From an optimization exercise on the open Yosys and OpenROAD flow, aimed at small area and a short achievable clock period; shortcuts taken in it are not production practice.
At most, simulation tests tie the RTL to the original design; equivalence was not proved.
Power figures rest on the tool's default switching activity, not on a simulated workload.

==> cedar: inputs <==
==> flow/design.v <==
module fb_slot_scheduler (
    input  logic        aclk,
    input  logic        reset_i,
    output logic [7:0]  m_slot_tdata,
    output logic        m_slot_tvalid,
    input  logic        m_slot_tready,
    input  logic [7:0]  s_done_tdata,
    input  logic        s_done_tvalid,
    output logic        s_done_tready,
    input  logic [31:0] s_nack_tdata,
    input  logic        s_nack_tvalid,
    output logic        s_nack_tready,
    output logic [31:0] m_event_tdata,
    output logic        m_event_tvalid,
    input  logic        m_event_tready,
    input  logic [15:0] s_ack_tdata,
    input  logic        s_ack_tvalid,
    output logic        s_ack_tready,
    output logic        allow_o,
    output logic [8:0]  allow_count_o,
    output logic        err_o
);
    logic [7:0] fifo_mem [256];
    logic [7:0] head_q, rdn_q, wr_q;
    logic [8:0] count_q;
    logic       run_q, vld_q, full_q;
    logic [255:0] busy_q;
    logic       pop, ack_fire, ack_pre, ack_ok, push;
    logic [7:0] ack_slot, wdata;
    logic       cnt0, cnt1;
    logic [8:0] count_d;
    logic       ev_free;
    assign ack_slot = s_ack_tdata[7:0];
    assign pop      = vld_q && m_slot_tready;
    assign ack_fire = run_q && s_ack_tvalid;
    assign ack_pre  = ack_fire && (s_ack_tdata[11:8] == 4'h0);
    assign ack_ok   = ack_pre && busy_q[ack_slot];
    assign push     = run_q ? ack_ok : !full_q;
    assign wdata    = run_q ? ack_slot : wr_q;
    assign cnt0 = (count_q == 9'd0);
    assign cnt1 = (count_q == 9'd1);
    logic       cnt255, cnt_ge2;
    logic [8:0] cnt_inc, cnt_dec;
    logic [7:0] wr_inc;
    assign cnt255  = (count_q == 9'd255);
    assign cnt_ge2 = (count_q[8:1] != 8'd0);
    assign cnt_inc = count_q + 9'd1;
    assign cnt_dec = count_q - 9'd1;
    assign wr_inc  = wr_q + 8'd1;
    assign count_d = (push == pop) ? count_q : (push ? cnt_inc : cnt_dec);
    assign m_slot_tvalid = vld_q;
    assign m_slot_tdata  = head_q;
    assign s_ack_tready  = run_q;
    assign allow_count_o = count_q;
    assign ev_free       = !m_event_tvalid || m_event_tready;
    assign s_nack_tready = run_q && ev_free;
    assign s_done_tready = run_q && ev_free && !s_nack_tvalid;
    always_ff @(posedge aclk) begin
        if (!full_q) fifo_mem[wr_q] <= wdata;
    end
    always_ff @(posedge aclk) begin
        if (pop)       head_q <= cnt1 ? wdata : fifo_mem[rdn_q];
        else if (cnt0) head_q <= wdata;
    end
    always_ff @(posedge aclk) begin
        for (int i = 0; i < 256; i++) begin
            if (pop && head_q == 8'(i))
                busy_q[i] <= 1'b1;
            else if ((!run_q || (s_ack_tvalid && s_ack_tdata[11:8] == 4'h0)) && wdata == 8'(i))
                busy_q[i] <= 1'b0;
        end
    end
    always_ff @(posedge aclk or posedge reset_i) begin
        if (reset_i) begin
            run_q   <= 1'b0;
            vld_q   <= 1'b0;
            full_q  <= 1'b0;
            rdn_q   <= 8'd1;
            wr_q    <= 8'd0;
            count_q <= 9'd0;
            allow_o <= 1'b0;
            err_o   <= 1'b0;
        end else begin
            if (!run_q && full_q) run_q <= 1'b1;
            vld_q   <= (run_q || full_q) && (cnt_ge2 || (cnt1 && (push || !pop)) || (cnt0 && push));
            full_q  <= (full_q && (push || !pop)) || (cnt255 && push && !pop);
            if (push) wr_q  <= wr_inc;
            if (pop)  rdn_q <= rdn_q + 8'd1;
            count_q <= count_d;
            allow_o <= ack_fire && s_ack_tdata[15];
            if (ack_fire && !ack_ok) err_o <= 1'b1;
        end
    end
    logic [7:0] ev_slot_q;
    always_ff @(posedge aclk or posedge reset_i) begin
        if (reset_i) m_event_tvalid <= 1'b0;
        else if (ev_free) m_event_tvalid <= run_q && (s_nack_tvalid || s_done_tvalid);
    end
    always_ff @(posedge aclk) begin
        if (ev_free) ev_slot_q <= s_nack_tvalid ? s_nack_tdata[7:0] : s_done_tdata[7:0];
    end
    assign m_event_tdata = {12'b0, ev_slot_q, 12'b0};
endmodule
==> flow/run.sh <==
#!/bin/bash
# synth_recipe.tcl (not shown) runs the flow's synth.tcl, then flattens the netlist and writes it again
# the make line also repeats each setting of config.mk as NAME=value (left out here)
make -C /OpenROAD-flow-scripts/flow DESIGN_CONFIG=/design/flow/config.mk WORK_HOME=/design/flow/orfs CLKGATE_MAP_FILE= SYNTH_SCRIPT=/design/flow/synth_recipe.tcl finish
==> flow/config.mk <==
export PLATFORM = sky130hd
export DESIGN_NAME = fb_slot_scheduler
export DESIGN_NICKNAME = fb_slot_scheduler
export VERILOG_FILES = /design/flow/design.v
export SDC_FILE = /design/flow/constraint.sdc
export NUM_CORES = 4
export LEC_CHECK = 0
export CAP_MARGIN = 20
export CORE_MARGIN = 2
export CORE_UTILIZATION = 45
export PLACE_DENSITY = 0.6
export SETUP_SLACK_MARGIN = 3.6
export SLEW_MARGIN = 20
==> flow/constraint.sdc <==
create_clock -name core_clock -period 7.0 [get_ports {aclk}]
set_input_delay 1.4000 -clock core_clock [delete_from_list [all_inputs] [get_ports {aclk}]]
set_output_delay 1.4000 -clock core_clock [all_outputs]
set_load 0.01 [all_outputs]
==> inputs of delta, as changes to cedar <==
==> flow/design.v, changed modules only <==
module fb_slot_scheduler (
    input  logic        aclk,
    input  logic        reset_i,
    output logic [7:0]  m_slot_tdata,
    output logic        m_slot_tvalid,
    input  logic        m_slot_tready,
    input  logic [7:0]  s_done_tdata,
    input  logic        s_done_tvalid,
    output logic        s_done_tready,
    input  logic [31:0] s_nack_tdata,
    input  logic        s_nack_tvalid,
    output logic        s_nack_tready,
    output logic [31:0] m_event_tdata,
    output logic        m_event_tvalid,
    input  logic        m_event_tready,
    input  logic [15:0] s_ack_tdata,
    input  logic        s_ack_tvalid,
    output logic        s_ack_tready,
    output logic        allow_o,
    output logic [8:0]  allow_count_o,
    output logic        err_o
);
    function automatic logic [255:0] dec8(input logic [7:0] x, input logic en);
        logic [15:0] lo, hi;
        lo = 16'd1 << x[3:0];
        hi = en ? (16'd1 << x[7:4]) : 16'd0;
        for (int i = 0; i < 256; i++) dec8[i] = hi[i / 16] & lo[i % 16];
    endfunction
    logic [7:0]   fifo_mem [256];
    logic [7:0]   head_q, rdn_q, rdn2_q, wr_q;
    logic [7:0]   rde_q, rdo_q, lw_addr_q, lw_data_q;
    logic         lw_v_q, nb_q, rr_q;
    logic [7:0]   lw2_addr_q, lw2_data_q;
    logic         lw2_v_q;
    logic [8:0]   count_q;
    logic         run_q, vld_q, full_q;
    logic [255:0] busy_q;
    logic         pop, ack_fire, ack_pre, ack_busy, ack_ok, push;
    logic [7:0]   ack_slot, wdata, rdata;
    logic [255:0] asel, hsel;
    logic         cnt0, cnt1, cnt255, cnt_ge2;
    logic [8:0]   count_d;
    logic [7:0]   wr_inc;
    logic         ev_free;
    assign ack_slot = s_ack_tdata[7:0];
    assign pop      = vld_q && m_slot_tready;
    assign ack_fire = run_q && s_ack_tvalid;
    assign ack_pre  = ack_fire && (s_ack_tdata[11:8] == 4'h0);
    logic       clr_v_q;
    logic [7:0] clr_slot_q;
    assign asel     = dec8(clr_slot_q, clr_v_q);
    assign ack_busy = busy_q[ack_slot] && !(clr_v_q && clr_slot_q == ack_slot);
    assign ack_ok   = ack_pre && ack_busy;
    assign push     = run_q ? ack_ok : !full_q;
    assign wdata    = run_q ? ack_slot : wr_q;
    assign cnt0    = (count_q == 9'd0);
    assign cnt1    = (count_q == 9'd1);
    assign cnt255  = (count_q == 9'd255);
    assign cnt_ge2 = (count_q[8:1] != 8'd0);
    assign wr_inc  = wr_q + 8'd1;
    logic [8:0] inc_t, dec_t, cnt_push, cnt_nopush;
    always_comb begin
        for (int i = 0; i < 9; i++) begin
            inc_t[i] = 1'b1;
            dec_t[i] = 1'b1;
            for (int j = 0; j < i; j++) begin
                inc_t[i] = inc_t[i] & count_q[j];
                dec_t[i] = dec_t[i] & !count_q[j];
            end
        end
    end
    assign cnt_push   = count_q ^ (inc_t & {9{!pop}});
    assign cnt_nopush = count_q ^ (dec_t & {9{pop}});
    assign count_d    = ({9{push}} & cnt_push) | ({9{!push}} & cnt_nopush);
    assign m_slot_tvalid = vld_q;
    assign m_slot_tdata  = head_q;
    assign s_ack_tready  = run_q;
    assign allow_count_o = count_q;
    assign ev_free       = !m_event_tvalid || m_event_tready;
    assign s_nack_tready = nb_q || (rr_q && m_event_tready);
    assign s_done_tready = s_nack_tready && !s_nack_tvalid;
    assign hsel = dec8(head_q, pop);
    always_ff @(posedge aclk) begin
        if (lw_v_q) fifo_mem[lw_addr_q] <= lw_data_q;
    end
    always_ff @(posedge aclk) begin
        rde_q     <= fifo_mem[{rdn2_q[7:1], 1'b0}];
        rdo_q     <= fifo_mem[{rdn_q[7:1], 1'b1}];
        lw_v_q    <= !full_q;
        lw_addr_q <= wr_q;
        lw_data_q <= wdata;
        lw2_v_q    <= lw_v_q;
        lw2_addr_q <= lw_addr_q;
        lw2_data_q <= lw_data_q;
    end
    assign rdata = (lw_v_q && lw_addr_q == rdn_q)   ? lw_data_q  :
                   (lw2_v_q && lw2_addr_q == rdn_q) ? lw2_data_q :
                   (rdn_q[0] ? rdo_q : rde_q);
    always_ff @(posedge aclk) begin
        if (pop)       head_q <= cnt1 ? wdata : rdata;
        else if (cnt0) head_q <= wdata;
    end
    always_ff @(posedge aclk) begin
        for (int i = 0; i < 256; i++)
            busy_q[i] <= run_q && (hsel[i] || (busy_q[i] && !asel[i]));
    end
    always_ff @(posedge aclk) begin
        clr_v_q    <= ack_ok;
        clr_slot_q <= ack_slot;
    end
    always_ff @(posedge aclk or posedge reset_i) begin
        if (reset_i) begin
            run_q   <= 1'b0;
            vld_q   <= 1'b0;
            full_q  <= 1'b0;
            rdn_q   <= 8'd1;
            rdn2_q  <= 8'd2;
            wr_q    <= 8'd0;
            count_q <= 9'd0;
            allow_o <= 1'b0;
            err_o   <= 1'b0;
        end else begin
            if (!run_q && full_q) run_q <= 1'b1;
            vld_q   <= (run_q || full_q) && (cnt_ge2 || (cnt1 && (push || !pop)) || (cnt0 && push));
            full_q  <= (full_q && (push || !pop)) || (cnt255 && push && !pop);
            if (push) wr_q  <= wr_inc;
            if (pop)  rdn_q <= rdn2_q;
            if (pop)  rdn2_q <= rdn2_q + 8'd1;
            count_q <= count_d;
            allow_o <= ack_fire && s_ack_tdata[15];
            if (ack_fire && !ack_ok) err_o <= 1'b1;
        end
    end
    logic [7:0] ev_slot_q;
    logic       evv_d;
    assign evv_d = ev_free ? (run_q && (s_nack_tvalid || s_done_tvalid)) : m_event_tvalid;
    always_ff @(posedge aclk or posedge reset_i) begin
        if (reset_i) begin
            m_event_tvalid <= 1'b0;
            nb_q           <= 1'b0;
            rr_q           <= 1'b0;
        end else begin
            m_event_tvalid <= evv_d;
            nb_q           <= (run_q || full_q) && !evv_d;
            rr_q           <= run_q || full_q;
        end
    end
    always_ff @(posedge aclk) begin
        if (ev_free) ev_slot_q <= s_nack_tvalid ? s_nack_tdata[7:0] : s_done_tdata[7:0];
    end
    assign m_event_tdata = {12'b0, ev_slot_q, 12'b0};
endmodule
--- a/flow/config.mk
+++ b/flow/config.mk
@@ -8,6 +8,9 @@
 export CAP_MARGIN = 20
 export CORE_MARGIN = 2
-export CORE_UTILIZATION = 45
-export PLACE_DENSITY = 0.6
-export SETUP_SLACK_MARGIN = 3.6
+export CORE_UTILIZATION = 55
+export CTS_BUF_LIST = sky130_fd_sc_hd__clkbuf_8
+export CTS_CLUSTER_DIAMETER = 60
+export CTS_CLUSTER_SIZE = 16
+export PLACE_DENSITY = 0.7
+export SETUP_SLACK_MARGIN = 3.85
 export SLEW_MARGIN = 20
==> notes <==
- Against cedar, the clock skew of delta is higher by 0.017 ns.
- Combinational power: delta is larger than cedar (about 120%).
- Synthesized cell count: cedar is lower than delta (12%).
- Against delta, the die area of cedar is larger by 17%.
- Of delta and cedar, cedar has the higher design area (gap 2.8%, measured against cedar).
- Sequential cell count: cedar is lower than delta (69).
- In delta the clock power is smaller than in cedar, by 42%.
No functional check of the RTL was part of cedar.

==> afterwards: timing with drivers on the ports <==
The flow's constraints put no driver on any port. The routed layouts listed below were extracted and timed again, unchanged, in two steps.
Step 1 sets driving cells, clkbuf_16 on the clock port and buf_2 on the other inputs (assumed; they add their load-dependent delay and slew).
Step 2, shift: input delay + t, output delay - t, t = (earliest + latest rising clock arrival at the registers) / 2. This alone moves slack from input paths to output paths.
a / b / c = ideal ports / drivers / drivers and shift; a / b = the first two.
run | shift t [ns] | setup WS [ns] | worst hold slack (ns) | worst setup path after step 2 | worst slew at a driven data input, ns
cedar | 0.941 | 2.900 / 2.844 / 1.903 | 0.458 / 0.458 / 0.458 | input to register | 0.16
delta | 1.034 | 3.705 / 3.668 / 2.751 | 0.472 / 0.472 / 0.472 | input to register | 0.14
After both steps every run listed still meets setup and hold. For cedar, which loses most, drivers alone change the setup slack by -0.056 ns; drivers and shift together by -0.997 ns.
